From an optimization exercise on the open Yosys and OpenROAD flow, aimed at small area, a short achievable clock period and few clock cycles; shortcuts taken in it are not production practice.
Where RTL was checked, it was by simulation tests only, not by an equivalence proof against the original.
Only the layout flow was run in runs 1 and 2; the RTL was not checked for function there.

==> flow/design.v <==
package rau_pkg;
	typedef enum logic [2:0] {
		OP_ADD  = 3'd0,
		OP_SUB  = 3'd1,
		OP_MUL  = 3'd2,
		OP_DIV  = 3'd3,
		OP_NEG  = 3'd4,
		OP_INV  = 3'd5,
		OP_NORM = 3'd6,
		OP_EQ   = 3'd7
	} op_t;
	typedef enum logic [1:0] {
		ST_OK   = 2'd0,
		ST_OVF  = 2'd1,
		ST_ZERO = 2'd2
	} status_t;
endpackage
import rau_pkg::*;
module rational_arithmetic_unit
#(
	parameter int OPERAND_WIDTH = 32
) (
	input  logic                            clk,
	input  logic                            arst_n,
	input  logic                            in_valid,
	output logic                            in_stall,
	input  logic [2:0]                      operation,
	input  logic signed [OPERAND_WIDTH-1:0] a_num,
	input  logic signed [OPERAND_WIDTH-1:0] a_den,
	input  logic signed [OPERAND_WIDTH-1:0] b_num,
	input  logic signed [OPERAND_WIDTH-1:0] b_den,
	output logic                            out_valid,
	input  logic                            out_stall,
	output logic signed [OPERAND_WIDTH-1:0] res_num,
	output logic signed [OPERAND_WIDTH-1:0] res_den,
	output logic                            is_equal,
	output logic [1:0]                      status
);
	logic st_idle, st_triv, st_mul1, st_comb, st_mul2, st_gcd, st_sum, st_fin;
	logic stall_q, ov_q;
	logic [2:0]  op_q;
	logic [31:0] r0_q, r1_q, r2_q, r3_q;  
	logic        zst_q;                  
	logic [7:0]  pos_q, t2_q;            
	logic        first_q;                
	logic [5:0]  du_q, dv_q;             
	logic        sn_q, rs_q, ovf_q, fovf_q, fnz_q;
	logic        pv_q, pru_q, pgs_q;     
	logic [2:0]  psh_q;
	logic [63:0] u_q, v_q;
	logic        eq_q;
	logic [1:0]  st_q;
	function automatic logic [3:0] wide(input logic [31:0] x);
		wide[0] = (x[31:3]  != {29{x[31]}});
		wide[1] = (x[31:7]  != {25{x[31]}});
		wide[2] = (x[31:15] != {17{x[31]}});
		wide[3] = (x[31:23] != {9{x[31]}});
	endfunction
	function automatic logic [7:0] top_pos(input logic [3:0] w);
		top_pos = w[3] ? 8'h80 : w[2] ? 8'h20 : w[1] ? 8'h08 : w[0] ? 8'h02 : 8'h01;
	endfunction
	function automatic logic [2:0] ctz7(input logic [6:0] x);
		integer i;
		ctz7 = 3'd7;
		for (i = 6; i >= 0; i = i - 1)
			if (x[i]) ctz7 = i;
	endfunction
	function automatic logic [2:0] booth(input logic [2:0] b);
		case (b)
			3'b001, 3'b010: booth = 3'b001;
			3'b011:         booth = 3'b010;
			3'b100:         booth = 3'b110;
			3'b101, 3'b110: booth = 3'b101;
			default:        booth = 3'b000;
		endcase
	endfunction
	function automatic logic [5:0] bpair(input logic [31:0] m, input logic [7:0] p,
			input logic c);
		logic [32:0] e;
		logic [4:0]  f;
		logic [2:0]  h, l;
		integer j;
		e = {m, 1'b0};
		f = 5'd0;
		for (j = 0; j < 8; j = j + 1)
			f = f | (e[4*j +: 5] & {5{p[j]}});
		h = booth(f[4:2]);
		l = booth(f[2:0]);
		bpair = {h[2] ^ c, h[1:0], l[2] ^ c, l[1:0]};
	endfunction
	logic is_add, is_sub, is_mul, is_neg, is_norm, is_eq;
	always_comb begin
		is_add  = (op_q == OP_ADD) || (op_q == OP_SUB);
		is_sub  = (op_q == OP_SUB);
		is_mul  = (op_q == OP_MUL);
		is_neg  = (op_q == OP_NEG);
		is_norm = (op_q == OP_NORM);
		is_eq   = (op_q == OP_EQ);
	end
	logic        p_add, p_mul, p_div, p_neg, p_inv, p_norm, p_eq;
	logic        p_zero, p_triv, p_novf;
	logic [3:0]  p_wbn, p_wbd;
	logic [7:0]  p_t1, p_t2;
	logic [31:0] p_mplu, p_mplv;
	logic [5:0]  p_du, p_dv;
	always_comb begin
		p_add  = (operation == OP_ADD) || (operation == OP_SUB);
		p_mul  = (operation == OP_MUL);
		p_div  = (operation == OP_DIV);
		p_neg  = (operation == OP_NEG);
		p_inv  = (operation == OP_INV);
		p_norm = (operation == OP_NORM);
		p_eq   = (operation == OP_EQ);
		p_zero = !p_eq && ((a_den == 32'd0) ||
			((p_add || p_mul || p_div) && b_den == 32'd0) ||
			(p_div && b_num == 32'd0) || (p_inv && a_num == 32'd0));
		p_novf = p_neg && (a_num == 32'h8000_0000);
		p_triv = p_zero || p_neg || p_inv || p_eq;
		p_wbn  = wide(b_num);
		p_wbd  = wide(b_den);
		p_t1   = p_norm ? 8'h01 : top_pos(p_wbn | p_wbd);
		p_t2   = top_pos(p_wbd);
		p_mplu = p_mul ? b_num : b_den;
		p_mplv = p_mul ? b_den : b_num;
		if (p_zero || p_eq || p_novf) begin
			p_du = 6'b000000;
			p_dv = 6'b000000;
		end else if (p_neg) begin
			p_du = 6'b000101;
			p_dv = 6'b000001;
		end else if (p_inv) begin
			p_du = 6'b000001;
			p_dv = 6'b000001;
		end else if (p_norm) begin
			p_du = {3'b000, a_num[31], 2'b01};
			p_dv = {3'b000, a_den[31], 2'b01};
		end else begin
			p_du = bpair(p_mplu, p_t1, a_num[31] ^ p_mplu[31]);
			p_dv = bpair(p_mplv, p_t1, a_den[31] ^ p_mplv[31]);
		end
	end
	logic        mm_u, mm_v, comb_add, s_un, s_vn;
	logic [63:0] mh_u, ml_u, mh_v, ml_v, a_u, b_u, c_u, a_v, b_v, c_v;
	logic [63:0] cs_u, cc_u, cs_v, cc_v, x_u, y_u, x_v, y_v;
	logic [64:0] su, sv;
	always_comb begin
		mm_u = st_triv || st_mul1 || st_fin;
		mm_v = st_triv || st_mul1 || st_mul2 || st_fin;
		s_un = r0_q[31] ^ r3_q[31];
		s_vn = r2_q[31] ^ r1_q[31] ^ is_sub;
		comb_add = st_comb && (s_un == s_vn);
		mh_u = du_q[4] ? {{31{r0_q[31]}}, r0_q, 1'b0} :
			du_q[3] ? {{32{r0_q[31]}}, r0_q} : 64'd0;
		ml_u = du_q[1] ? {{31{r0_q[31]}}, r0_q, 1'b0} :
			du_q[0] ? {{32{r0_q[31]}}, r0_q} : 64'd0;
		mh_v = dv_q[4] ? {{31{r1_q[31]}}, r1_q, 1'b0} :
			dv_q[3] ? {{32{r1_q[31]}}, r1_q} : 64'd0;
		ml_v = dv_q[1] ? {{31{r1_q[31]}}, r1_q, 1'b0} :
			dv_q[0] ? {{32{r1_q[31]}}, r1_q} : 64'd0;
		a_u = {first_q ? 60'd0 : u_q[59:0], 1'b0, du_q[5], 2'b00};
		b_u = {mh_u[61:0] ^ {62{du_q[5]}}, 2'b00};
		c_u = ml_u ^ {64{du_q[2]}};
		a_v = {first_q ? 60'd0 : v_q[59:0], 1'b0, dv_q[5], 2'b00};
		b_v = {mh_v[61:0] ^ {62{dv_q[5]}}, 2'b00};
		c_v = ml_v ^ {64{dv_q[2]}};
		cs_u = a_u ^ b_u ^ c_u;
		cc_u = {(a_u[62:0] & b_u[62:0]) | (a_u[62:0] & c_u[62:0]) | (b_u[62:0] & c_u[62:0]), 1'b0};
		cs_v = a_v ^ b_v ^ c_v;
		cc_v = {(a_v[62:0] & b_v[62:0]) | (a_v[62:0] & c_v[62:0]) | (b_v[62:0] & c_v[62:0]), 1'b0};
		x_u = mm_u ? cs_u : u_q;
		y_u = mm_u ? cc_u : comb_add ? v_q : ~v_q;
		x_v = mm_v ? cs_v : v_q;
		y_v = mm_v ? cc_v : ~u_q;
		su = {1'b0, x_u} + {1'b0, y_u} + {64'd0, mm_u ? du_q[2] : !comb_add};
		sv = {1'b0, x_v} + {1'b0, y_v} + {64'd0, mm_v ? dv_q[2] : 1'b1};
	end
	logic        u_odd, v_odd, uv_eq, u_zero, borrow, gcd_done;
	logic        both_even, both_odd, u_ev, v_ev, repl_u, repl_v;
	logic [2:0]  sh, sh_u, sh_v;
	logic [63:0] src_u, src_v, nu, nv;
	always_comb begin
		u_odd  = u_q[0];
		v_odd  = v_q[0];
		uv_eq  = (u_q == v_q);
		u_zero = (u_q == 64'd0);
		borrow = !su[64];
		gcd_done = u_zero || (u_odd && v_odd && uv_eq) || ovf_q;
		both_even = !u_odd && !v_odd;
		u_ev   = !u_odd && v_odd;
		v_ev   = u_odd && !v_odd;
		both_odd = u_odd && v_odd;
		repl_u = u_ev || (both_odd && !borrow);
		repl_v = v_ev || (both_odd && borrow);
		sh     = u_ev ? ctz7(u_q[6:0]) : v_ev ? ctz7(v_q[6:0]) : ctz7(su[6:0]);
		sh_u   = both_even ? 3'd1 : sh;
		sh_v   = both_even ? 3'd1 : sh;
		src_u  = both_odd ? su[63:0] : u_q;
		src_v  = both_odd ? sv[63:0] : v_q;
		nu     = st_gcd ? (src_u >> sh_u) :
			(st_comb && !comb_add && borrow) ? sv[63:0] : su[63:0];
		nv     = st_gcd ? (src_v >> sh_v) : sv[63:0];
	end
	logic [31:0] x1, x2;
	logic [39:0] sh1, sh2;
	logic [32:0] sum1, sum2;
	logic        c_ovf, f_ovf;
	always_comb begin
		x1    = pru_q ? r0_q : r1_q;
		x2    = pru_q ? r2_q : r3_q;
		sh1   = {8'd0, x1} << psh_q;
		sh2   = {8'd0, x2} << psh_q;
		sum1  = {1'b0, r0_q} + {1'b0, r1_q};
		sum2  = {1'b0, r2_q} + {1'b0, r3_q};
		c_ovf = (sh1[39:32] != 8'd0) || (sh2[39:32] != 8'd0) ||
			(pgs_q && (sum1[32] || sum2[32]));
		f_ovf = ovf_q || sum1[32] || sum2[32] || sum2[31] ||
			(rs_q ? (sum1[31] && sum1[30:0] != 31'd0) : sum1[31]);
	end
	logic take, hold, init_cof, rs_new;
	logic n_idle, n_triv, n_mul1, n_comb, n_mul2, n_gcd, n_sum, n_fin, n_ov;
	logic [7:0] pos_m1;
	logic [5:0] dn_u, dn_v;
	assign take = in_valid && !stall_q;
	assign hold = ov_q && out_stall;    
	always_comb begin
		n_idle = st_idle; n_triv = st_triv; n_mul1 = st_mul1; n_comb = st_comb;
		n_mul2 = st_mul2; n_gcd = st_gcd; n_sum = st_sum; n_fin = st_fin;
		init_cof = 1'b0;
		if (st_idle || (st_triv && !hold) || st_fin) begin
			n_triv = take && p_triv;
			n_mul1 = take && !p_triv;
			n_idle = !take;
			n_fin  = 1'b0;
		end
		if (!hold) begin
			if (st_mul1 && pos_q[0]) begin
				n_mul1 = 1'b0;
				n_comb = is_add;
				n_gcd  = !is_add;
				init_cof = !is_add;
			end
			if (st_comb) begin
				n_comb = 1'b0;
				n_mul2 = 1'b1;
			end
			if (st_mul2 && pos_q[0]) begin
				n_mul2 = 1'b0;
				n_gcd  = 1'b1;
				init_cof = 1'b1;
			end
			if (st_gcd && gcd_done) begin
				n_gcd = 1'b0;
				n_sum = 1'b1;
			end
			if (st_sum) begin
				n_sum = 1'b0;
				n_fin = 1'b1;
			end
		end
		n_ov = (st_triv && !hold) || st_fin || (ov_q && out_stall);
		rs_new = is_norm ? (r0_q[31] ^ r1_q[31]) :
			is_add ? (sn_q ^ r1_q[31] ^ r3_q[31]) :
			(r0_q[31] ^ r1_q[31] ^ r2_q[31] ^ r3_q[31]);
	end
	logic [31:0] mpl_u, mpl_v;
	always_comb begin
		pos_m1 = {1'b0, pos_q[7:1]};
		mpl_u = is_mul ? r2_q : r3_q;
		mpl_v = (st_mul1 && !is_mul) ? r2_q : r3_q;
		dn_u = 6'b000000;
		dn_v = 6'b000000;
		if (st_mul1) begin
			dn_u = bpair(mpl_u, pos_m1, r0_q[31] ^ mpl_u[31]);
			dn_v = bpair(mpl_v, pos_m1, r1_q[31] ^ mpl_v[31]);
		end else if (st_comb || st_mul2) begin
			dn_v = bpair(r3_q, st_comb ? pos_q : pos_m1, r1_q[31] ^ r3_q[31]);
		end else if (st_sum) begin
			dn_u = (f_ovf || fnz_q) ? 6'b000000 : rs_q ? 6'b000101 : 6'b000001;
			dn_v = f_ovf ? 6'b000000 : 6'b000001;
		end
	end
	always_ff @(posedge clk or negedge arst_n) begin
		if (!arst_n) begin
			st_idle <= 1'b1;
			st_triv <= 1'b0;
			st_mul1 <= 1'b0;
			st_comb <= 1'b0;
			st_mul2 <= 1'b0;
			st_gcd  <= 1'b0;
			st_sum  <= 1'b0;
			st_fin  <= 1'b0;
			ov_q    <= 1'b0;
			stall_q <= 1'b0;
		end else begin
			st_idle <= n_idle;
			st_triv <= n_triv;
			st_mul1 <= n_mul1;
			st_comb <= n_comb;
			st_mul2 <= n_mul2;
			st_gcd  <= n_gcd;
			st_sum  <= n_sum;
			st_fin  <= n_fin;
			ov_q    <= n_ov;
			stall_q <= !(n_idle || n_fin || (n_triv && !n_ov));
		end
	end
	always_ff @(posedge clk) begin
		if (!hold) begin
			du_q <= dn_u;
			dv_q <= dn_v;
			if (st_triv || st_mul1 || st_mul2 || st_fin) begin
				first_q <= 1'b0;
				v_q <= nv;
			end
			if (st_triv || st_mul1 || st_fin)
				u_q <= nu;
			if (st_mul1 || st_mul2)
				pos_q <= pos_m1;
			if (st_mul1 && pos_q[0])
				pos_q <= t2_q;
			if (st_triv) begin
				eq_q <= is_eq && (r0_q == r2_q) && (r1_q == r3_q);
				st_q <= zst_q ? ST_ZERO : is_neg && r0_q == 32'h8000_0000 ? ST_OVF : ST_OK;
			end
			if (st_comb) begin
				u_q <= nu;
				sn_q <= (comb_add || !borrow) ? s_un : s_vn;
				first_q <= 1'b1;
			end
			if (st_gcd && pv_q) begin
				if (c_ovf) ovf_q <= 1'b1;
				if (pru_q) begin
					r0_q <= sh1[31:0];
					r2_q <= sh2[31:0];
					if (pgs_q) begin
						r1_q <= sum1[31:0];
						r3_q <= sum2[31:0];
					end
				end else begin
					r1_q <= sh1[31:0];
					r3_q <= sh2[31:0];
					if (pgs_q) begin
						r0_q <= sum1[31:0];
						r2_q <= sum2[31:0];
					end
				end
			end
			if (st_gcd) begin
				pv_q  <= !gcd_done && !both_even;
				pru_q <= repl_u;
				pgs_q <= both_odd;
				psh_q <= sh;
				if (gcd_done) begin
					fnz_q <= u_zero;
				end else begin
					if (both_even || repl_u) u_q <= nu;
					if (both_even || repl_v) v_q <= nv;
				end
			end
			if (st_sum) begin
				r0_q <= sum1[31:0];
				r1_q <= sum2[31:0];
				fovf_q <= f_ovf;
				first_q <= 1'b1;
			end
			if (st_fin) begin
				eq_q <= 1'b0;
				st_q <= fovf_q ? ST_OVF : ST_OK;
			end
			if (init_cof) begin
				r0_q <= 32'd1;
				r1_q <= 32'd0;
				r2_q <= 32'd0;
				r3_q <= 32'd1;
				rs_q <= rs_new;
				ovf_q <= 1'b0;
				pv_q <= 1'b0;
			end
		end
		if (take) begin
			op_q  <= operation;
			r0_q  <= p_inv ? a_den : a_num;
			r1_q  <= p_inv ? a_num : a_den;
			r2_q  <= b_num;
			r3_q  <= b_den;
			zst_q <= p_zero;
			pos_q <= p_t1;
			t2_q  <= p_t2;
			first_q <= 1'b1;
			du_q  <= p_du;
			dv_q  <= p_dv;
		end
	end
	assign in_stall  = stall_q;
	assign out_valid = ov_q;
	assign res_num   = u_q[31:0];
	assign res_den   = v_q[31:0];
	assign is_equal  = eq_q;
	assign status    = st_q;
endmodule
==> flow/flow/run.sh <==
#!/bin/bash
set -euo pipefail
MARGIN=$(cat flow/margin.txt)
printf 'export SETUP_SLACK_MARGIN = %s\n' "$MARGIN" >> config.mk
bash standard.sh > standard_flow.log 2>&1
==> flow/flow/margin.txt <==
10.5
==> flow/standard.sh <==
#!/bin/bash
# synth_recipe.tcl (not shown) runs the flow's synth.tcl, then flattens the netlist and writes it again
# the make line also repeats each setting of config.mk as NAME=value (left out here)
make -C /OpenROAD-flow-scripts/flow DESIGN_CONFIG=/design/flow/config.mk WORK_HOME=/design/flow/orfs CLKGATE_MAP_FILE= SYNTH_SCRIPT=/design/flow/synth_recipe.tcl "${@:-finish}"
==> flow/config.mk <==
export PLATFORM = sky130hd
export DESIGN_NAME = rational_arithmetic_unit
export DESIGN_NICKNAME = rational_arithmetic_unit
export VERILOG_FILES = /design/flow/design.v
export SDC_FILE = /design/flow/constraint.sdc
export NUM_CORES = 4
export LEC_CHECK = 0
export CAP_MARGIN = 20
export CORE_MARGIN = 2
export CORE_UTILIZATION = 25
export PLACE_DENSITY = 0.45
export SLEW_MARGIN = 20
export TNS_END_PERCENT = 5
export SETUP_SLACK_MARGIN = 10.5
==> flow/constraint.sdc <==
create_clock -name core_clock -period 15.0 [get_ports {clk}]
set_input_delay 3.0000 -clock core_clock [delete_from_list [all_inputs] [get_ports {clk}]]
set_output_delay 3.0000 -clock core_clock [all_outputs]
set_load 0.01 [all_outputs]
==> results of run 1 <==
-- final cells by class --
| cell class | count | area [um2] | area share (%) |
|---|---|---|---|
| diodes | 8 | 20.0 | 0.0294 |
| clock buffers | 50 | 1140 | 1.68 |
| clock inverters | 30 | 303 | 0.444 |
| inverters | 117 | 477 | 0.700 |
| multi-input cells | 6367 | 45500 | 66.7 |
| flip-flops and latches | 310 | 9270 | 13.6 |
| well taps | 2854 | 3570 | 5.24 |
| repair buffers | 785 | 7880 | 11.6 |
| repair inverters | 1 | 7.51 | 0.0110 |
-- timing repair --
item                                   CTS  global route
setup endpoints to repair              582           568
buffers inserted                       265            79
pin swaps                              139            94
endpoints found under the hold margin    0             0
gates cloned                            36            10
resized for setup                      713           252
-- worst min path at each step --
| stage | endpoint | cells after the start |
|---|---|---|
| global route | pos_q[7]$_DFFE_PP_ | 2 |
| global placement | pos_q[7]$_DFFE_PP_ | 2 |
| floorplan | st_q[0]$_DFFE_PP_ | 2 |
| finish | pos_q[7]$_DFFE_PP_ | 2 |
| detailed placement | pos_q[7]$_DFFE_PP_ | 2 |
| CTS | pos_q[7]$_DFFE_PP_ | 2 |
-- registers in the layout, indices dropped and copies added, names as in the netlist, 2 cells and up --
name	flops
dv_q	6
st_q	2
du_q	6
r2_q	32
r3_q	32
r0_q	32
u_q	64
psh_q	3
op_q	3
pos_q	8
r1_q	32
t2_q	5
v_q	64
-- kinds of logic after synthesis --
| kind of cell | count (synthesis) |
|---|---|
| XOR/XNOR | 460 |
| AND/OR/NAND/NOR | 2887 |
| AO/OA/AOI/OAI | 2214 |
| adder cells (fa/ha/maj) | 341 |
| flip-flops | 310 |
| multiplexers | 453 |
| buffers and inverters | 820 |
-- critical path, cell delays in order, from the launching register on --
cell and delay [ns]:
edfxtp_1 0.75, nor4_1 1.03, nand4_1 0.44, nor4_2 1.02
nor2_1 0.38, o41a_1 0.37, nand2_1 0.47, a22oi_2 0.17
buf_4 0.22, buf_12 0.12, buf_12 0.15, buf_8 0.13
nand2_8 0.10, a21oi_2 0.04, a221o_1 0.33
-- metrics by stage --
stage                     setup WS, ns  hold WS [ns]
after floorplan                   8.85         0.493
after CTS                         9.12         0.594
final                             9.00         0.593
after detailed placement          6.42         0.576
after global placement            6.54         0.583
after global routing              8.94         0.659
-- per-layer routing --
layer  global-route usage, %  vias up  wire length, um
met2                    44.4     3914           146000
li1                        -    27666                -
met3                    5.06     1014            29200
met1                    34.4    31001           127000
met4                    18.5       18            26300
met5                       0        -              162
-- placed cells by master (no fill, tap or decap), types with 70 or more instances in the layout --
cell type           n
a211oi_1           88
nor3_1            121
mux4_2            104
inv_1             101
o211ai_1           70
mux2i_1           296
nor2_1            514
nor4_1             80
nand3_1           134
buf_4             450
ha_1              168
nand2_1          1404
clkdlybuf4s50_1   144
o21ai_0           542
edfxtp_1          299
xor2_1            182
a21oi_1           511
o22ai_1           109
nor2b_1           101
nand4_1           108
fa_1              122
a21o_1             96
xnor2_1           221
==> impl_metrics.tcl, run 1 <==
set metrics [dict create \
    hp-start "t2_q[7]$_SDFFCE_PP1P_" \
    status "timing/DRC/antenna clean" \
    wirelength_um 329000 \
    cp-start-kind "register" \
    dp_cells 10044 \
    yosys-top-cells-count "nand2_1 (1432), o21ai_0 (599), a21oi_1 (558), nor2_1 (556), clkbuf_1 (529)" \
    slew_headroom_pct 17.3 \
    maxCapViolCount 0 \
    period_share_pct 40.0 \
    ios 204 \
    cts_num_sinks 310 \
    synth_compound_area_share_pct 25.9 \
    placed_area_um2 59400 \
    antenna_found_initial 8 \
    syn_nets 7961 \
    globalRouteTotalUtil_pct 27.9 \
    start_util_pct 25.2 \
    clkTransAtPathRegs_ns 0.07 \
    final.fill_count 23191 \
    synth-simple-area-share_pct 23.5 \
    coreArea_um2 218000 \
    worst-endpoint-required_ns 15.39 \
    drv_slew 0 \
    drc 0 \
    grt_pass1_vias 59833 \
    fin_skew_ns 0.0292 \
    fin_area_um2 68100 \
    ff2ff_setup_slack_ns 9.00 \
    clk_latency_ns 0.67 \
    yosys.area.top_type "edfxtp_1" \
    hp-class "reg2reg" \
    synth-edff-count 299 \
    stdcell_count 10522 \
    fin_crit_ns 6.00 \
    die_area_um2 223000 \
    setup_viol 0 \
    synthXorXnorAreaFrac_pct 7.37 \
    cts_hold_buf 0 \
    synth_top_family_by_area "compound AO/OA/AOI/OAI gates" \
    synth-async-reset-ratio_pct 3.23 \
    firstDrtPassIters 9 \
    post_synth_main_area_contributors "edfxtp_1 (16%), nand2_1 (9.8%), mux2i_1 (5.5%), o21ai_0 (5.5%), a21oi_1 (5.1%)" \
    fp.dieW_um 472 \
    r2r_start "u_q[14]$_DFFE_PN_" \
    std_cell_rows 171 \
    synthAdderAreaFrac_pct 9.48 \
    grt_max_degree 121 \
    cts_buffers 44 \
    root_buffer "clkbuf_16" \
    crit_path_end "u_q[45]$_DFFE_PN_" \
    grt_pass1_wl_um 456000 \
    hold_viol_final 0 \
    vias_per_cell 6.05 \
    crit_start "u_q[14]$_DFFE_PN_" \
    hpwl_um 239000 \
    synth_seq_cells 310 \
    setup.worst_path.class "reg2reg" \
    layout.nets 8102 \
    overflow 0 \
    synth_mux_area_share_pct 10.8 \
    cts_tree "done" \
    max-clock-path-buffers 3 \
    gp_congestion 0.978 \
    area_delta_synth_final_pct 24.3 \
    end_kind "register" \
    cp_max_fo 9 \
    die_h_um 472 \
    syn_area_um2 54800 \
    synth_area_per_cell_um2 7.32 \
    synth.yosys.seq_area_share_pct 16.9 \
    h-tree-depth 2 \
    worst_pin_slew_ns 1.23 \
    detail-route-antenna-nets 0 \
    drive_above_1_share_pct 18.0 \
    synth_top_area_share_pct 16.4 \
    ys_types 101 \
    drt_iter0_drc 8003 \
    synth_top_flop_cell "edfxtp_1" \
    timing.setup.tns_ns 0 \
    io_buffers 203 \
    cp.arrival_ns 6.39 \
    synthMostInstantiatedCell "nand2_1" \
    r2r-end "u_q[45]$_DFFE_PN_" \
    dr_total_vias 63613 \
    final_util_pct 31.3 \
    grt_setup_unrepaired "yes" \
    syn_inst 7485 \
    max_freq_ghz 0.167 \
    reg2reg_depth 14 \
    wl_per_cell_um 31.3 \
    yosysWarnings 1 \
]
==> inputs of run 2 (changes only) <==
==> flow/flow/margin.txt (replaced) <==
9.5
--- a/flow/config.mk
+++ b/flow/config.mk
@@ -12,3 +12,3 @@
 export SLEW_MARGIN = 20
 export TNS_END_PERCENT = 5
-export SETUP_SLACK_MARGIN = 10.5
+export SETUP_SLACK_MARGIN = 9.5
==> impl_metrics.tcl, run 2 <==
set metrics [dict create \
    status "timing/DRC/antenna clean" \
    whs_path_depth 2 \
    wirelength_um 324000 \
    clkTransAtPathRegs_ns 0.07 \
    cp.arrival_ns 6.23 \
    multiInputGateArea_um2 45000 \
    layout_common_cells "nand2_1 (1408), o21ai_0 (541), nor2_1 (520)" \
    hp-start "t2_q[7]$_SDFFCE_PP1P_" \
    antenna_found_initial 9 \
    ys_types 101 \
    yosysWarnings 1 \
    worst_pin_slew_ns 1.27 \
    clk_latency_ns 0.67 \
    setup_viol 0 \
    synth-edff-count 299 \
    setup.worst_path.class "in2reg" \
    synth_top_flop_cell "edfxtp_1" \
    root_buffer "clkbuf_16" \
    fin_skew_ns 0.0571 \
    drt_iter0_drc 8157 \
    start_util_pct 25.2 \
    max-clock-path-buffers 3 \
    fp.dieW_um 472 \
    synth_mux_area_share_pct 10.8 \
    ff2ff_setup_slack_ns 9.17 \
    synth_area_per_cell_um2 7.32 \
    cts_tree "done" \
    cpMaxStageDelayCell "or4_4" \
    post_synth_main_area_contributors "edfxtp_1 (16%), nand2_1 (9.8%), mux2i_1 (5.5%), o21ai_0 (5.5%), a21oi_1 (5.1%)" \
    dp_cells 10057 \
    synthMostInstantiatedCell "nand2_1" \
    std_cell_rows 171 \
    reg.largest.list "u_q (64), v_q (64)" \
    syn_area_um2 54800 \
    grt_setup_unrepaired "yes" \
    reg2reg_depth 20 \
    grt_pass1_wl_um 447000 \
    slew_headroom_pct 14.4 \
    cts_hold_buf 0 \
    synth-simple-area-share_pct 23.5 \
    cts_buffers 43 \
    critPathMaxStageDelay_ns 0.57 \
    hpwl_um 237000 \
    syn_inst 7485 \
    globalRouteTotalUtil_pct 27.3 \
    wl_per_cell_um 31.1 \
    coreArea_um2 218000 \
    holdPathEnd "pos_q[7]$_DFFE_PP_" \
    gp_congestion 0.973 \
    dr_total_vias 63052 \
    grt_max_degree 109 \
    r2r-end "u_q[49]$_DFFE_PN_" \
    end_kind "register" \
    detail-route-antenna-nets 0 \
    vias_per_cell 6.05 \
    area_delta_synth_final_pct 21.5 \
    final_common_cell "nand2_1" \
    ios 204 \
    hold_viol_final 0 \
    timing.setup.tns_ns 0 \
    path_cells "buf_4, or4_4, nor3_4, o22ai_2, or3_4, o211ai_1, buf_4, buf_6, o22ai_2, or3_4, buf_6, inv_6, ha_4, nor3_4, nor2_2, xnor2_2, o221ai_2" \
    synthAdderAreaFrac_pct 9.48 \
    yosys-top-cells-count "nand2_1 (1432), o21ai_0 (599), a21oi_1 (558), nor2_1 (556), clkbuf_1 (529)" \
    drc 0 \
    max_freq_ghz 0.171 \
    die_h_um 472 \
    maxCapViolCount 0 \
    cp-start-kind "primary input" \
    h-tree-depth 2 \
    synth_top_family_by_area "compound AO/OA/AOI/OAI gates" \
    io_buffers 203 \
    fin_crit_ns 5.84 \
    synth_compound_area_share_pct 25.9 \
    die_area_um2 223000 \
    stdcell_count 10415 \
    final-seq-area_um2 9260 \
    grt_pass1_vias 59058 \
    period_share_pct 39.0 \
    path_buf_inv 5 \
    layout.nets 8003 \
    cp_max_fo 5 \
    synthXorXnorAreaFrac_pct 7.37 \
    synth_seq_cells 310 \
    firstDrtPassIters 9 \
    synth_top_area_share_pct 16.4 \
    drv_slew 0 \
    drive_above_1_share_pct 16.3 \
    hp-class "reg2reg" \
    synth-async-reset-ratio_pct 3.23 \
    crit_family "simple AND/OR/NAND/NOR gates" \
    worst-endpoint-required_ns 15.39 \
    cts_num_sinks 310 \
    syn_nets 7961 \
    synth.yosys.seq_area_share_pct 16.9 \
    final.fill_count 23386 \
    r2r_start "r1_q[31]$_DFFE_PP_" \
    overflow 0 \
    yosys.area.top_type "edfxtp_1" \
]
## run 2: cell count changes in the layout (fill, tap and decap cells not counted), sizes merged, moves of 3 or more
cell           delta
clkbuf           -14
clkdlybuf4s15     +6
buf              -94
diode             -6
dlymetal6s2s      -3
clkinvlp          -4
dlygate4sd2       +8
## run 2: how the worst max path moves through the flow
| stage | start | to | slack, ns | cells past startpoint |
|---|---|---|---|---|
| after floorplan | b_num[19] | dv_q[5]$_DFFE_PP_ | 8.85 | 14 |
| after global placement | op_q[1]$_DFFE_PP_ | v_q[27]$_DFFE_PN_ | 5.77 | 21 |
| after detailed placement | op_q[1]$_DFFE_PP_ | v_q[27]$_DFFE_PN_ | 6.60 | 21 |
| after CTS | b_num[18] | du_q[5]$_DFFE_PP_ | 9.28 | 15 |
| after global routing | b_num[10] | dv_q[5]$_DFFE_PP_ | 9.05 | 17 |
| final | b_num[10] | dv_q[5]$_DFFE_PP_ | 9.16 | 17 |
## run 2: tightest hold or removal path: cells and delay by family, from the launching register on
kind / cells / cell delay [ns]
simple gates: 1 / 0.08
flops: 1 / 0.34
compound gates: 1 / 0.07
## run 2: final cells by class
cell class	instances	area share [%]
Clock buffer	50	1.65
Multi-Input combinational cell	6365	67.6
Clock inverter	27	0.424
Timing Repair Buffer	690	10.4
Tap cell	2854	5.36
Antenna cell	2	0.00751
Inverter	117	0.710
Sequential cell	310	13.9
## run 2: cell families after synthesis
group                    after synthesis
multiplexers                         453
adder cells (fa/ha/maj)              341
flip-flops                           310
buffers and inverters                820
AND/OR/NAND/NOR                     2887
AO/OA/AOI/OAI                       2214
XOR/XNOR                             460
## run 2: per-layer routing
metal	part of all wire [%]	track usage (%)	wire, um	up-vias
li1	-	-	-	27431
met5	0.085	0	276	-
met4	8.2	17.7	26500	12
met1	38	33.3	125000	30797
met3	8.9	5.31	28700	1081
met2	44	43.9	144000	3731
## run 2: timing repair
action                     4_1_cts  5_1_grt
gates resized for setup        638      219
setup endpoints to repair      252      208
pin swaps                      100       92
setup buffers                  147       93
cloned                          26       13
## run 2: per-stage QoR
step / hold WS [ns] / worst slack, ns / cell area (um2) / util (%)
CTS: 0.616 / 9.28 / 64800 / 29.8
finish: 0.614 / 9.16 / 66600 / 30.6
global placement: 0.580 / 5.77 / 59500 / 27.3
detailed placement: 0.593 / 6.60 / 59500 / 27.3
floorplan: 0.493 / 8.85 / 55000 / -
global route: 0.642 / 9.05 / 66600 / 30.6
==> inputs of run 3 (changes only) <==
--- a/flow/design.v
+++ b/flow/design.v
@@ -176,6 +176,6 @@
 	end
 	logic        u_odd, v_odd, uv_eq, u_zero, borrow, gcd_done;
-	logic        both_even, both_odd, u_ev, v_ev, repl_u, repl_v;
-	logic [2:0]  sh, sh_u, sh_v;
+	logic        both_odd, repl_u, repl_v, wr_u, wr_v, cof_u;
+	logic [2:0]  sh, sh_u, sh_v, za, zb, cof_sh;
 	logic [63:0] src_u, src_v, nu, nv;
 	always_comb begin
@@ -186,13 +186,16 @@
 		borrow = !su[64];
 		gcd_done = u_zero || (u_odd && v_odd && uv_eq) || ovf_q;
-		both_even = !u_odd && !v_odd;
-		u_ev   = !u_odd && v_odd;
-		v_ev   = u_odd && !v_odd;
 		both_odd = u_odd && v_odd;
-		repl_u = u_ev || (both_odd && !borrow);
-		repl_v = v_ev || (both_odd && borrow);
-		sh     = u_ev ? ctz7(u_q[6:0]) : v_ev ? ctz7(v_q[6:0]) : ctz7(su[6:0]);
-		sh_u   = both_even ? 3'd1 : sh;
-		sh_v   = both_even ? 3'd1 : sh;
+		repl_u = both_odd && !borrow;
+		repl_v = both_odd && borrow;
+		za     = u_odd ? 3'd0 : ctz7(u_q[6:0]);
+		zb     = v_odd ? 3'd0 : ctz7(v_q[6:0]);
+		sh     = ctz7(su[6:0]);
+		sh_u   = both_odd ? sh : za;
+		sh_v   = both_odd ? sh : zb;
+		wr_u   = both_odd ? repl_u : !u_odd;
+		wr_v   = both_odd ? repl_v : !v_odd;
+		cof_u  = both_odd ? repl_u : (za > zb);
+		cof_sh = both_odd ? sh : (za > zb) ? za - zb : zb - za;
 		src_u  = both_odd ? su[63:0] : u_q;
 		src_v  = both_odd ? sv[63:0] : v_q;
@@ -347,13 +350,13 @@
 			end
 			if (st_gcd) begin
-				pv_q  <= !gcd_done && !both_even;
-				pru_q <= repl_u;
+				pv_q  <= !gcd_done && (both_odd || za != zb);
+				pru_q <= cof_u;
 				pgs_q <= both_odd;
-				psh_q <= sh;
+				psh_q <= cof_sh;
 				if (gcd_done) begin
 					fnz_q <= u_zero;
 				end else begin
-					if (both_even || repl_u) u_q <= nu;
-					if (both_even || repl_v) v_q <= nv;
+					if (wr_u) u_q <= nu;
+					if (wr_v) v_q <= nv;
 				end
 			end
--- a/flow/config.mk
+++ b/flow/config.mk
@@ -8,6 +8,6 @@
 export CAP_MARGIN = 20
 export CORE_MARGIN = 2
-export CORE_UTILIZATION = 25
-export PLACE_DENSITY = 0.45
+export CORE_UTILIZATION = 50
+export PLACE_DENSITY = 0.65
 export SLEW_MARGIN = 20
 export TNS_END_PERCENT = 5
==> impl_metrics.tcl, run 3 <==
set metrics [dict create \
    fin_crit_ns 6.04 \
    cp_max_fo 4 \
    slew_headroom_pct 4.68 \
    hpwl_um 218000 \
    drv_slew 0 \
    post_synth_main_area_contributors "edfxtp_1 (16%), nand2_1 (8.7%), mux2i_1 (6.2%), a21oi_1 (5.8%), ha_1 (5.0%)" \
    cp-start-kind "primary input" \
    die_area_um2 112000 \
    synth-edff-count 299 \
    final-seq-area_um2 9260 \
    timing.setup.tns_ns 0 \
    fp.dieW_um 334 \
    syn_nets 7822 \
    start_util_pct 50.2 \
    placed_area_um2 57100 \
    fin_area_um2 64600 \
    r2r-end "u_q[51]$_DFFE_PN_" \
    path_buf_inv 1 \
    fin_skew_ns 0.0580 \
    crit_path_frequent_cell "o21ai_1" \
    grt_max_degree 169 \
    worst-endpoint-required_ns 15.42 \
    worst_pin_slew_ns 1.41 \
    setup.worst_path.class "in2reg" \
    ys_types 103 \
    wl_per_cell_um 34.8 \
    dp_cells 8453 \
    multiInputGateArea_um2 44800 \
    syn_inst 7343 \
    fin_hold_ws_ns 0.629 \
    grt_pass1_vias 59253 \
    max_freq_ghz 0.166 \
    crit_family "simple AND/OR/NAND/NOR gates" \
    reg.largest.list "u_q (64), v_q (64)" \
    coreArea_um2 108000 \
    layout_common_cells "nand2_1 (1247), a21oi_1 (582), nor2_1 (529)" \
    io_buffers 203 \
    std_cell_rows 121 \
    synth_mux_area_share_pct 10.8 \
    hp-start "fovf_q$_DFFE_PP_" \
    firstDrtPassIters 9 \
    setup_viol 0 \
    grt_pass1_wl_um 428000 \
    synthMostInstantiatedCell "nand2_1" \
    synth-simple-area-share_pct 22.6 \
    hp-class "reg2reg" \
    cts_buffers 43 \
    dr_total_vias 64628 \
    status "timing/DRC/antenna clean" \
    synth_top_area_share_pct 16.5 \
    reg2reg_depth 25 \
    maxCapViolCount 0 \
    layout.nets 7855 \
    synthXorXnorAreaFrac_pct 7.67 \
    cpMaxStageDelayCell "nor2_2" \
    final_common_cell "nand2_1" \
    synth-async-reset-ratio_pct 3.23 \
    wirelength_um 308000 \
    grt_setup_unrepaired "yes" \
    synth_top_family_by_area "compound AO/OA/AOI/OAI gates" \
    synth.yosys.seq_area_share_pct 17.0 \
    root_buffer "clkbuf_16" \
    die_h_um 334 \
    gp_congestion 1.12 \
    syn_area_um2 54400 \
    drive_above_1_share_pct 15.8 \
    final.fill_count 10014 \
    drc 0 \
    yosys-top-cells-count "nand2_1 (1266), a21oi_1 (630), nor2_1 (562), o21ai_0 (534), clkbuf_1 (517)" \
    detail-route-antenna-nets 0 \
    cts_tree "done" \
    synth_compound_area_share_pct 25.8 \
    area_delta_synth_final_pct 18.7 \
    cts_num_sinks 310 \
    drt_iter0_drc 10561 \
    stdcell_count 8839 \
    globalRouteTotalUtil_pct 52.7 \
    path_cells "clkdlybuf4s50_1, nor4_1, nand4_1, nor2_2, a21oi_1, o21ai_1, nor2_1, nand2_1, a2111oi_1, a211oi_4, o21ai_1" \
    overflow 0 \
    synth_seq_cells 310 \
    period_share_pct 40.2 \
    h-tree-depth 2 \
    whs_path_depth 2 \
    yosys.area.top_type "edfxtp_1" \
    synth_area_per_cell_um2 7.41 \
    synthAdderAreaFrac_pct 9.65 \
    vias_per_cell 7.31 \
    r2r_start "op_q[1]$_DFFE_PP_" \
    end_kind "register" \
    holdPathEnd "st_q[0]$_DFFE_PP_" \
    ff2ff_setup_slack_ns 9.00 \
    cp.arrival_ns 6.46 \
    synth_top_flop_cell "edfxtp_1" \
    critPathMaxStageDelay_ns 0.64 \
    clkTransAtPathRegs_ns 0.06 \
    hold_viol_final 0 \
    yosysWarnings 1 \
    clk_latency_ns 0.71 \
    max-clock-path-buffers 3 \
    antenna_found_initial 17 \
    ios 204 \
]
[run 3: kinds of logic (layout without fill, tap and decap cells)]
logic type	after synthesis	count (layout)
simple gates	2715	2720
fa+ha+maj	344	344
mux	470	470
compound gates	2192	2192
xor+xnor	475	475
other cells	0	15
flops	310	310
buf+inv	837	899
[run 3: final cells by class]
cell class | count | area share [%]
sequential | 310 | 14.3
inverter | 136 | 0.848
clock inverter | 23 | 0.337
timing repair buffer | 684 | 10.6
tap | 1414 | 2.74
clock buffer | 56 | 1.76
multi-input combinational | 6201 | 69.3
antenna | 15 | 0.0581
[run 3: how the worst max path moves through the flow]
| stage | startpoint | endpoint | slack, ns | depth (start not counted) |
|---|---|---|---|---|
| after floorplan | b_den[27] | dv_q[5]$_DFFE_PP_ | 9.04 | 14 |
| after CTS | du_q[3]$_DFFE_PP_ | u_q[57]$_DFFE_PN_ | 9.26 | 21 |
| after global routing | op_q[1]$_DFFE_PP_ | u_q[47]$_DFFE_PN_ | 8.99 | 24 |
| after detailed placement | op_q[1]$_DFFE_PP_ | v_q[21]$_DFFE_PN_ | 6.92 | 23 |
| after global placement | op_q[1]$_DFFE_PP_ | v_q[21]$_DFFE_PN_ | 7.02 | 23 |
| final | a_num[0] | du_q[2]$_DFFE_PP_ | 8.96 | 11 |
[run 3: routing by layer]
| metal | vias up | wire length [um] | track usage, % | share of wire [%] |
|---|---|---|---|---|
| met5 | - | 286 | 0.695 | 0.093 |
| met4 | 16 | 41300 | 54.0 | 13 |
| met3 | 1904 | 39700 | 17.8 | 13 |
| met2 | 5372 | 128000 | 78.3 | 42 |
| met1 | 30424 | 98600 | 57.5 | 32 |
| li1 | 26912 | - | - | - |
[run 3: worst reg2reg max path: cells and delay by family, from the launching register on]
kind / cells / cell delay, ns
xor gates and xnor gates: 4 / 0.80
buffers and inverters: 5 / 0.90
adders and majority gates: 1 / 0.40
AOI/OAI and AO/OA: 8 / 1.93
DFF: 1 / 0.57
and+or+nand+nor: 7 / 1.13
[run 3: timing repair]
action / 4_1_cts / 5_1_grt
endpoints found under the setup margin: 329 / 279
cloned: 16 / 11
hold buffers: 0 / 0
setup buffers: 140 / 123
pin swaps: 70 / 111
resized for setup: 431 / 300
[run 3: stage by stage]
stage	setup slack, ns	utilization, %
2_1_floorplan	9.04	-
3_3_place_gp	7.02	52.6
3_5_place_dp	6.92	52.6
4_1_cts	9.26	57.1
5_1_grt	8.99	59.6
6_report	8.96	59.6
Testbench counts of run 3, summed over its fixed seeds: cycles 30,423.
==> inputs of run 4 (changes only) <==
--- a/flow/config.mk
+++ b/flow/config.mk
@@ -8,6 +8,6 @@
 export CAP_MARGIN = 20
 export CORE_MARGIN = 2
-export CORE_UTILIZATION = 50
-export PLACE_DENSITY = 0.65
+export CORE_UTILIZATION = 25
+export PLACE_DENSITY = 0.45
 export SLEW_MARGIN = 20
 export TNS_END_PERCENT = 5
==> impl_metrics.tcl, run 4 <==
set metrics [dict create \
    synth.yosys.seq_area_share_pct 17.0 \
    hold_viol_final 0 \
    syn_area_um2 54400 \
    cts_hold_buf 0 \
    clk_latency_ns 0.66 \
    root_buffer "clkbuf_16" \
    syn_nets 7822 \
    fin_crit_ns 5.74 \
    r2r_start "op_q[1]$_DFFE_PP_" \
    r2r-end "v_q[19]$_DFFE_PN_" \
    antenna_found_initial 10 \
    hpwl_um 236000 \
    synth_area_per_cell_um2 7.41 \
    synth-async-reset-ratio_pct 3.23 \
    synth-edff-count 299 \
    cts_buffers 43 \
    vias_per_cell 6.02 \
    area_delta_synth_final_pct 24.5 \
    setup.worst_path.class "in2reg" \
    cp-start-kind "primary input" \
    drive_above_1_share_pct 18.4 \
    std_cell_rows 171 \
    critPathMaxStageDelay_ns 0.51 \
    layout.nets 7934 \
    grt_pass1_vias 58213 \
    cts_tree "done" \
    firstDrtPassIters 9 \
    clkTransAtPathRegs_ns 0.07 \
    h-tree-depth 2 \
    drt_iter0_drc 7991 \
    cp.arrival_ns 6.13 \
    reg.largest.list "u_q (64), v_q (64)" \
    path_buf_inv 4 \
    max-clock-path-buffers 3 \
    holdPathEnd "st_q[0]$_DFFE_PP_" \
    drv_slew 0 \
    io_buffers 203 \
    drc 0 \
    max_freq_ghz 0.174 \
    ff2ff_setup_slack_ns 9.33 \
    ys_types 103 \
    globalRouteTotalUtil_pct 27.1 \
    yosys-top-cells-count "nand2_1 (1266), a21oi_1 (630), nor2_1 (562), o21ai_0 (534), clkbuf_1 (517)" \
    yosysWarnings 1 \
    cp_max_fo 7 \
    maxCapViolCount 0 \
    post_synth_main_area_contributors "edfxtp_1 (16%), nand2_1 (8.7%), mux2i_1 (6.2%), a21oi_1 (5.8%), ha_1 (5.0%)" \
    cpMaxStageDelayCell "or4_4" \
    fin_skew_ns 0.0257 \
    start_util_pct 25.1 \
    synthMostInstantiatedCell "nand2_1" \
    cts_num_sinks 310 \
    syn_inst 7343 \
    worst_pin_slew_ns 1.34 \
    gp_congestion 0.979 \
    grt_max_degree 169 \
    worst-endpoint-required_ns 15.39 \
    hp-class "reg2reg" \
    final_common_cell "nand2_1" \
    layout_common_cells "nand2_1 (1242), a21oi_1 (557), nor2_1 (524)" \
    reg2reg_depth 20 \
    synth_top_flop_cell "edfxtp_1" \
    grt_setup_unrepaired "yes" \
    period_share_pct 38.2 \
    whs_path_depth 2 \
    yosys.area.top_type "edfxtp_1" \
    fin_hold_ws_ns 0.591 \
    wl_per_cell_um 31.0 \
    overflow 0 \
    synth_top_area_share_pct 16.5 \
    path_cells "buf_12, or4_4, or3b_4, a21o_4, a2111o_1, buf_4, buf_6, buf_6, a21oi_4, nor3_4, nor2_1, nor2_1, xnor2_1, mux2i_2, o211ai_1" \
    synth_seq_cells 310 \
    slew_headroom_pct 9.88 \
    ios 204 \
    grt_pass1_wl_um 441000 \
    hp-start "fovf_q$_DFFE_PP_" \
    detail-route-antenna-nets 0 \
    fp.dieW_um 471 \
    timing.setup.tns_ns 0 \
    end_kind "register" \
    wirelength_um 321000 \
    die_h_um 471 \
    die_area_um2 221000 \
    coreArea_um2 217000 \
    crit_family "simple AND/OR/NAND/NOR gates" \
    setup_viol 0 \
    dr_total_vias 62302 \
    status "timing/DRC/antenna clean" \
]
[run 4: cell counts after synthesis]
No cell type changed its count.
[run 4: stage by stage]
step | utilization [%] | setup WS (ns) | cell area, um2 | cells
after floorplan | - | 9.04 | 54600 | 7343
after global placement | 27.2 | 6.79 | 59000 | 9909
after detailed placement | 27.2 | 6.64 | 59000 | 9909
after CTS | 29.8 | 9.37 | 64600 | 10182
after global routing | 31.3 | 9.19 | 67800 | 10343
final | 31.3 | 9.26 | 67800 | 10344
[run 4: worst register-to-register path: cells and delay by family (launching register included)]
kind / cells / cell delay, ns
DFF: 1 / 0.49
and+or+nand+nor: 6 / 1.10
AOI/OAI and AO/OA: 4 / 1.39
muxes: 3 / 0.89
adders and majority gates: 1 / 0.39
xor gates and xnor gates: 3 / 0.62
buffers and inverters: 3 / 0.53
[run 4: what timing repair did]
action	CTS	global route
setup buffers	178	141
cloned	18	18
pin swaps	98	113
setup endpoints to repair	386	303
gates resized for setup	648	348
[run 4: metal layers]
metal	global-route usage (%)	routed length, um	up-vias
li1	-	-	27077
met1	33.7	125000	30434
met2	43.3	142000	3833
met3	4.77	29100	956
met4	16.8	24900	2
met5	0	13	-
[run 4: logic make-up (layout without fill, tap and decap cells)]
logic type / after synthesis / count (layout) / synth area share, %
AOI/OAI and AO/OA: 2192 / 2192 / 25.8
xor gates and xnor gates: 475 / 475 / 7.67
adders and majority gates: 344 / 344 / 9.65
buffers and inverters: 837 / 976 / 6.51
DFF: 310 / 310 / 17.0
muxes: 470 / 470 / 10.8
other: 0 / 3 / 0
and+or+nand+nor: 2715 / 2720 / 22.6
[run 4: how the worst max path moves through the flow]
| stage | from | end | cells after the start |
|---|---|---|---|
| CTS | b_den[26] | dv_q[5]$_DFFE_PP_ | 14 |
| global placement | op_q[1]$_DFFE_PP_ | u_q[46]$_DFFE_PN_ | 22 |
| global route | operation[2] | du_q[5]$_DFFE_PP_ | 14 |
| detailed placement | op_q[1]$_DFFE_PP_ | u_q[46]$_DFFE_PN_ | 22 |
| floorplan | b_den[27] | dv_q[5]$_DFFE_PP_ | 14 |
| finish | b_den[27] | dv_q[2]$_DFFE_PP_ | 15 |
[run 4: layout make-up]
cell class              count  area, um2
diodes                      3       7.51
clock buffers              51       1110
clock inverters            26        231
fillers                 23188     149000
inverters                 136        546
multi-input cells        6201      45400
flip-flops and latches    310       9260
well taps                2854       3570
repair buffers            763       7680
==> inputs of run 5 (changes only) <==
--- a/flow/design.v
+++ b/flow/design.v
@@ -39,4 +39,6 @@
 	logic st_idle, st_triv, st_mul1, st_comb, st_mul2, st_gcd, st_sum, st_fin;
 	logic stall_q, ov_q;
+	logic mmu_q, mmv_q;                  
+	logic cadd_q;                        
 	logic [2:0]  op_q;
 	logic [31:0] r0_q, r1_q, r2_q, r3_q;  
@@ -145,9 +147,9 @@
 	logic [64:0] su, sv;
 	always_comb begin
-		mm_u = st_triv || st_mul1 || st_fin;
-		mm_v = st_triv || st_mul1 || st_mul2 || st_fin;
+		mm_u = mmu_q;
+		mm_v = mmv_q;
 		s_un = r0_q[31] ^ r3_q[31];
 		s_vn = r2_q[31] ^ r1_q[31] ^ is_sub;
-		comb_add = st_comb && (s_un == s_vn);
+		comb_add = st_comb && cadd_q;
 		mh_u = du_q[4] ? {{31{r0_q[31]}}, r0_q, 1'b0} :
 			du_q[3] ? {{32{r0_q[31]}}, r0_q} : 64'd0;
@@ -176,4 +178,5 @@
 	end
 	logic        u_odd, v_odd, uv_eq, u_zero, borrow, gcd_done;
+	logic [6:0]  dlow;
 	logic        both_odd, repl_u, repl_v, wr_u, wr_v, cof_u;
 	logic [2:0]  sh, sh_u, sh_v, za, zb, cof_sh;
@@ -184,5 +187,6 @@
 		uv_eq  = (u_q == v_q);
 		u_zero = (u_q == 64'd0);
-		borrow = !su[64];
+		borrow = (u_q < v_q);
+		dlow   = u_q[6:0] - v_q[6:0];
 		gcd_done = u_zero || (u_odd && v_odd && uv_eq) || ovf_q;
 		both_odd = u_odd && v_odd;
@@ -191,5 +195,5 @@
 		za     = u_odd ? 3'd0 : ctz7(u_q[6:0]);
 		zb     = v_odd ? 3'd0 : ctz7(v_q[6:0]);
-		sh     = ctz7(su[6:0]);
+		sh     = ctz7(dlow);
 		sh_u   = both_odd ? sh : za;
 		sh_v   = both_odd ? sh : zb;
@@ -295,5 +299,9 @@
 			ov_q    <= 1'b0;
 			stall_q <= 1'b0;
+			mmu_q   <= 1'b0;
+			mmv_q   <= 1'b0;
 		end else begin
+			mmu_q   <= n_triv || n_mul1 || n_fin;
+			mmv_q   <= n_triv || n_mul1 || n_mul2 || n_fin;
 			st_idle <= n_idle;
 			st_triv <= n_triv;
@@ -312,4 +320,5 @@
 			du_q <= dn_u;
 			dv_q <= dn_v;
+			cadd_q <= (s_un == s_vn);
 			if (st_triv || st_mul1 || st_mul2 || st_fin) begin
 				first_q <= 1'b0;
==> flow/flow/run.sh (replaced) <==
#!/bin/bash
set -euo pipefail
cat flow/extra.mk >> config.mk
bash standard.sh > standard_flow.log 2>&1
==> flow/flow/extra.mk (new file) <==
export SETUP_SLACK_MARGIN = 9.5
export BUFFER_PORTS_ARGS = -buffer_cell sky130_fd_sc_hd__buf_4
--- a/flow/config.mk
+++ b/flow/config.mk
@@ -13,2 +13,3 @@
 export TNS_END_PERCENT = 5
 export SETUP_SLACK_MARGIN = 9.5
+export BUFFER_PORTS_ARGS = -buffer_cell sky130_fd_sc_hd__buf_4
removed: flow/flow/margin.txt
==> impl_metrics.tcl, run 5 <==
set metrics [dict create \
    synth_area_per_cell_um2 7.50 \
    path_buf_inv 3 \
    synth_top_area_share_pct 16.2 \
    ff2ff_setup_slack_ns 9.35 \
    wl_per_cell_um 30.9 \
    detail-route-antenna-nets 0 \
    grt_pass1_wl_um 445000 \
    antenna_found_initial 14 \
    whs_path_depth 2 \
    globalRouteTotalUtil_pct 27.0 \
    final.fill_count 24133 \
    drc 0 \
    clk_latency_ns 0.68 \
    holdPathEnd "v_q[48]$_DFFE_PN_" \
    setup_viol 0 \
    cp-start-kind "primary input" \
    firstDrtPassIters 10 \
    syn_inst 7414 \
    ios 204 \
    io_buffers 203 \
    max-clock-path-buffers 3 \
    end_kind "register" \
    drt_iter0_drc 7592 \
    h-tree-depth 2 \
    reg.largest.list "u_q (64), v_q (64)" \
    cts_num_sinks 313 \
    start_util_pct 25.1 \
    cp.depth 14 \
    synthMostInstantiatedCell "nand2_1" \
    timing.setup.tns_ns 0 \
    hpwl_um 249000 \
    cp_max_fo 8 \
    post_synth_main_area_contributors "edfxtp_1 (16%), mux2i_1 (7.4%), nand2_1 (6.8%), a21oi_1 (6.3%), ha_1 (6.3%)" \
    r2r_start "dv_q[1]$_DFFE_PP_" \
    coreArea_um2 222000 \
    r2r-end "v_q[59]$_DFFE_PN_" \
    final_common_cell "nand2_1" \
    die_h_um 476 \
    ys_types 110 \
    critPathMaxStageDelay_ns 0.59 \
    worst_pin_slew_ns 1.20 \
    gp_congestion 0.984 \
    std_cell_rows 173 \
    wirelength_um 322000 \
    hp-start "v_q[48]$_DFFE_PN_" \
    yosysWarnings 1 \
    yosys-top-cells-count "nand2_1 (1005), a21oi_1 (704), nor2_1 (669), o21ai_0 (602), mux2i_1 (413)" \
    clkTransAtPathRegs_ns 0.06 \
    reg2reg_depth 21 \
    fin_crit_ns 5.67 \
    slew_headroom_pct 19.7 \
    crit_path_frequent_cell "buf_4" \
    fin_skew_ns 0.0490 \
    cts_buffers 43 \
    hp-class "reg2reg" \
    area_delta_synth_final_pct 17.3 \
    placed_area_um2 59900 \
    crit_family "simple AND/OR/NAND/NOR gates" \
    grt_setup_unrepaired "yes" \
    hold_viol_final 0 \
    dr_total_vias 62460 \
    overflow 0 \
    cts_tree "done" \
    synth_seq_cells 313 \
    vias_per_cell 6.00 \
    worst-endpoint-required_ns 15.40 \
    synth.yosys.seq_area_share_pct 16.8 \
    drv_slew 0 \
    grt_max_degree 115 \
    synth-async-reset-ratio_pct 3.83 \
    yosys.area.top_type "edfxtp_1" \
    synth-edff-count 300 \
    drive_above_1_share_pct 16.6 \
    die_area_um2 226000 \
    period_share_pct 37.8 \
    layout.nets 7948 \
    root_buffer "clkbuf_16" \
    cp.arrival_ns 6.07 \
    maxCapViolCount 0 \
    fin_area_um2 65200 \
    cts_hold_buf 0 \
    path_cells "buf_4, or4_1, nor3_1, o2bb2ai_1, nor3_4, buf_4, nand3_4, a21oi_2, or3_1, inv_1, ha_1, o31ai_2, xnor2_1, o21ai_0" \
    layout_common_cells "nand2_1 (989), nor2_1 (654), a21oi_1 (636)" \
    fp.dieW_um 476 \
    status "timing/DRC/antenna clean" \
    syn_nets 7957 \
    synth_top_flop_cell "edfxtp_1" \
    cpMaxStageDelayCell "or4_1" \
    setup.worst_path.class "in2reg" \
    max_freq_ghz 0.176 \
    grt_pass1_vias 58365 \
    syn_area_um2 55600 \
]
[run 5: cell families after synthesis]
family	after synthesis	synth area share [%]
adders and majority gates	408	10.9
DFF	313	16.8
xor gates and xnor gates	448	7.05
muxes	571	12.1
AOI/OAI and AO/OA	2313	26.0
buffers and inverters	797	6.11
and+or+nand+nor	2564	21.1
[run 5: how the worst max path moves through the flow]
| stage | from | endpoint |
|---|---|---|
| 2_1_floorplan | out_stall | r2_q[0]$_DFFE_PP_ |
| 5_1_grt | dv_q[1]$_DFFE_PP_ | v_q[34]$_DFFE_PN_ |
| 3_3_place_gp | dv_q[0]$_DFFE_PP_ | v_q[60]$_DFFE_PN_ |
| 3_5_place_dp | dv_q[1]$_DFFE_PP_ | v_q[60]$_DFFE_PN_ |
| 4_1_cts | du_q[4]$_DFFE_PP_ | u_q[55]$_DFFE_PN_ |
| 6_report | b_num[18] | dv_q[5]$_DFFE_PP_ |
[run 5: tightest hold or removal path: cells and delay by family (launching register included)]
kind	cells	cell delay [ns]
compound gates	2	0.12
flops	1	0.35
[run 5: routing by layer]
| layer | global-route usage [%] | up-vias | wire (um) |
|---|---|---|---|
| met4 | 17.7 | 10 | 25300 |
| met5 | 0 | - | 58 |
| met1 | 33.3 | 30677 | 126000 |
| met2 | 44.0 | 3578 | 146000 |
| li1 | - | 27281 | - |
| met3 | 3.72 | 914 | 24700 |
[run 5: layout make-up]
type	instances	area, um2	area share, %
flip-flops and latches	313	9350	14.3
well taps	2975	3720	5.71
diodes	4	10.0	0.0153
repair buffers	570	4870	7.47
inverters	172	663	1.02
clock inverters	25	267	0.408
multi-input cells	6305	45300	69.4
clock buffers	52	1110	1.70
[run 5: what timing repair did]
| item | in CTS | in global routing |
|---|---|---|
| gates cloned | 2 | 4 |
| endpoints found under the setup margin | 265 | 286 |
| resized for setup | 204 | 314 |
| hold endpoints to repair | 0 | 0 |
| pin swaps | 22 | 59 |
| setup buffers | 69 | 109 |
[run 5: metrics by stage]
stage          setup slack [ns]  cells  util [%]  hold WS, ns
2_1_floorplan              9.23   7414         -        0.493
3_3_place_gp               7.31  10149      27.0        0.566
3_5_place_dp               7.63  10151      27.0        0.572
4_1_cts                    9.22  10299      28.3        0.585
5_1_grt                    9.17  10412      29.4        0.624
6_report                   9.33  10416      29.4        0.579
Testbench counts of run 5, summed over its fixed seeds: cycles 30,423.
==> inputs of run 6 (changes only) <==
--- a/flow/config.mk
+++ b/flow/config.mk
@@ -11,5 +11,5 @@
 export PLACE_DENSITY = 0.45
 export SLEW_MARGIN = 20
-export TNS_END_PERCENT = 5
+export TNS_END_PERCENT = 25
 export SETUP_SLACK_MARGIN = 9.5
 export BUFFER_PORTS_ARGS = -buffer_cell sky130_fd_sc_hd__buf_4
==> impl_metrics.tcl, run 6 <==
set metrics [dict create \
    status "timing/DRC/antenna clean" \
    vias_per_cell 5.95 \
    grt_pass1_wl_um 448000 \
    fp.dieW_um 476 \
    cts_tree "done" \
    drt_iter0_drc 7553 \
    final_common_cell "nand2_1" \
    io_buffers 203 \
    setup_viol 0 \
    die_h_um 476 \
    max-clock-path-buffers 3 \
    final.fill_count 24013 \
    timing.setup.tns_ns 0 \
    yosysWarnings 1 \
    overflow 0 \
    ff2ff_setup_slack_ns 9.44 \
    synth.yosys.seq_area_share_pct 16.8 \
    cts_hold_buf 0 \
    drv_slew 0 \
    cp.arrival_ns 5.95 \
    synth_top_area_share_pct 16.2 \
    reg.largest.list "u_q (64), v_q (64)" \
    syn_inst 7414 \
    max_freq_ghz 0.179 \
    synthXorXnorAreaFrac_pct 7.05 \
    placed_area_um2 60000 \
    maxCapViolCount 0 \
    yosys-top-cells-count "nand2_1 (1005), a21oi_1 (704), nor2_1 (669), o21ai_0 (602), mux2i_1 (413)" \
    layout_common_cells "nand2_1 (987), nor2_1 (643), a21oi_1 (598)" \
    globalRouteTotalUtil_pct 27.2 \
    synth-async-reset-ratio_pct 3.83 \
    fin_skew_ns 0.0664 \
    synth_area_per_cell_um2 7.50 \
    cp-start-kind "primary input" \
    std_cell_rows 173 \
    wirelength_um 322000 \
    synthMostInstantiatedCell "nand2_1" \
    slew_headroom_pct 14.8 \
    detail-route-antenna-nets 0 \
    grt_max_degree 118 \
    die_area_um2 226000 \
    layout.nets 7970 \
    grt_setup_unrepaired "yes" \
    fin_area_um2 66500 \
    holdPathEnd "st_mul2$_DFF_PN0_" \
    synthAdderAreaFrac_pct 10.9 \
    yosys.area.top_type "edfxtp_1" \
    wl_per_cell_um 30.9 \
    h-tree-depth 2 \
    synth-simple-area-share_pct 21.1 \
    start_util_pct 25.1 \
    clk_latency_ns 0.71 \
    cts_buffers 46 \
    r2r-end "v_q[46]$_DFFE_PN_" \
    reg2reg_depth 12 \
    hold_viol_final 0 \
    fin_crit_ns 5.58 \
    syn_nets 7957 \
    worst-endpoint-required_ns 15.37 \
    drive_above_1_share_pct 18.8 \
    clkTransAtPathRegs_ns 0.06 \
    hpwl_um 246000 \
    dr_total_vias 62113 \
    post_synth_main_area_contributors "edfxtp_1 (16%), mux2i_1 (7.4%), nand2_1 (6.8%), a21oi_1 (6.3%), ha_1 (6.3%)" \
    hp-class "reg2reg" \
    drc 0 \
    syn_area_um2 55600 \
    end_kind "register" \
    synth_mux_area_share_pct 12.1 \
    coreArea_um2 222000 \
    period_share_pct 37.2 \
    firstDrtPassIters 8 \
    area_delta_synth_final_pct 19.5 \
    synth_compound_area_share_pct 26.0 \
    root_buffer "clkbuf_16" \
    worst_pin_slew_ns 1.27 \
    gp_congestion 0.992 \
    setup.worst_path.class "in2reg" \
    grt_pass1_vias 58830 \
    cp_max_fo 35 \
    r2r_start "v_q[46]$_DFFE_PN_" \
    ys_types 110 \
    synth_seq_cells 313 \
    ios 204 \
    whs_path_depth 1 \
    antenna_found_initial 10 \
    hp-start "st_mul2$_DFF_PN0_" \
    synth_top_flop_cell "edfxtp_1" \
    synth_top_family_by_area "compound AO/OA/AOI/OAI gates" \
    synth-edff-count 300 \
    cts_num_sinks 313 \
]
[run 6: layer usage]
metal  wire length, um  global-route usage (%)  up-vias
met5                70                       0        -
met4             25000                    17.4       10
met3             25200                    3.90      903
met2            146000                    44.1     3583
met1            126000                    33.6    30271
li1                  -                       -    27346
[run 6: cells by family after synthesis]
family,count (synthesis)
muxes,571
DFF,313
AOI/OAI and AO/OA,2313
adders and majority gates,408
buffers and inverters,797
xor gates and xnor gates,448
and+or+nand+nor,2564
[run 6: metrics by stage]
| step | utilization [%] | setup WS, ns | std cells | hold slack (ns) |
|---|---|---|---|---|
| after floorplan | - | 9.23 | 7414 | 0.493 |
| after global placement | 27.0 | 7.50 | 10157 | 0.613 |
| after detailed placement | 27.0 | 7.45 | 10159 | 0.617 |
| after CTS | 28.8 | 9.44 | 10348 | 0.631 |
| after global routing | 30.0 | 9.37 | 10437 | 0.671 |
| final | 30.0 | 9.42 | 10441 | 0.630 |
[run 6: worst max-delay path: stages]
cell and delay, ns:
buf_4 0.10, and2_1 0.33, inv_8 0.34, nand2_1 0.11
or2_2 0.47, nand2_2 0.09, buf_4 0.40, nor2_1 0.30
a21oi_4 0.31, buf_16 0.21, buf_16 0.17
[run 6: layout make-up]
type	instances	area (um2)	area share, %
timing repair buffer	586	5130	7.72
sequential	313	9350	14.1
multi-input combinational	6308	46100	69.3
antenna	4	10.0	0.0151
clock inverter	21	241	0.363
inverter	172	666	1.00
clock buffer	62	1310	1.96
tap	2975	3720	5.60
[run 6: worst max-delay path by stage]
stage / from / to / slack (ns) / depth (start not counted)
after floorplan: out_stall / r2_q[0]$_DFFE_PP_ / 9.23 / 10
after global placement: dv_q[0]$_DFFE_PP_ / v_q[60]$_DFFE_PN_ / 7.50 / 18
after detailed placement: dv_q[0]$_DFFE_PP_ / v_q[47]$_DFFE_PN_ / 7.45 / 17
after CTS: b_num[18] / dv_q[5]$_DFFE_PP_ / 9.44 / 14
after global routing: du_q[0]$_DFFE_PP_ / u_q[44]$_DFFE_PN_ / 9.37 / 22
final: out_stall / r1_q[10]$_DFFE_PP_ / 9.42 / 11
[run 6: timing repair]
| item | CTS | global route |
|---|---|---|
| pin swaps | 41 | 74 |
| gates cloned | 8 | 4 |
| endpoints found under the setup margin | 191 | 229 |
| buffers inserted | 98 | 85 |
| gates resized for setup | 310 | 405 |

[separate check: timing with driven ports]
In the flow no input, the clock included, has a driving cell. The finished layouts below were timed again as built, in two steps. Step 1 assumes that a clkbuf_16 drives the clock port and a buf_2 every other input. Step 2 adds t to the input delays and takes it off the output delays; t is the mean of the earliest and latest rising clock arrival at the registers after step 1. Input paths then give back, and output paths get back, about the clock's delay inside the block. Three values: ideal ports, drivers, drivers and shift; two values: the first two.
run	t (ns)	slack for setup (ns)	worst register clock-pin slew, ns	worst data-port slew with drivers (ns)	pins driven straight from the clock port
run 1	0.734	8.999 / 8.999 / 8.441	0.07 / 0.07	0.07	1
run 2	0.724	9.157 / 9.174 / 8.489	0.07 / 0.07	0.07	1
run 3	0.765	8.964 / 9.001 / 8.246	0.07 / 0.07	0.07	1
run 4	0.724	9.264 / 9.293 / 8.570	0.08 / 0.08	0.07	1
run 5	0.735	9.334 / 9.355 / 8.650	0.07 / 0.07	0.09	1
run 6	0.754	9.423 / 9.435 / 8.681	0.07 / 0.07	0.10	1
After both steps every run listed still meets setup and hold. For run 6, which loses most, drivers alone change the setup slack by +0.012 ns; drivers and shift together by -0.742 ns.
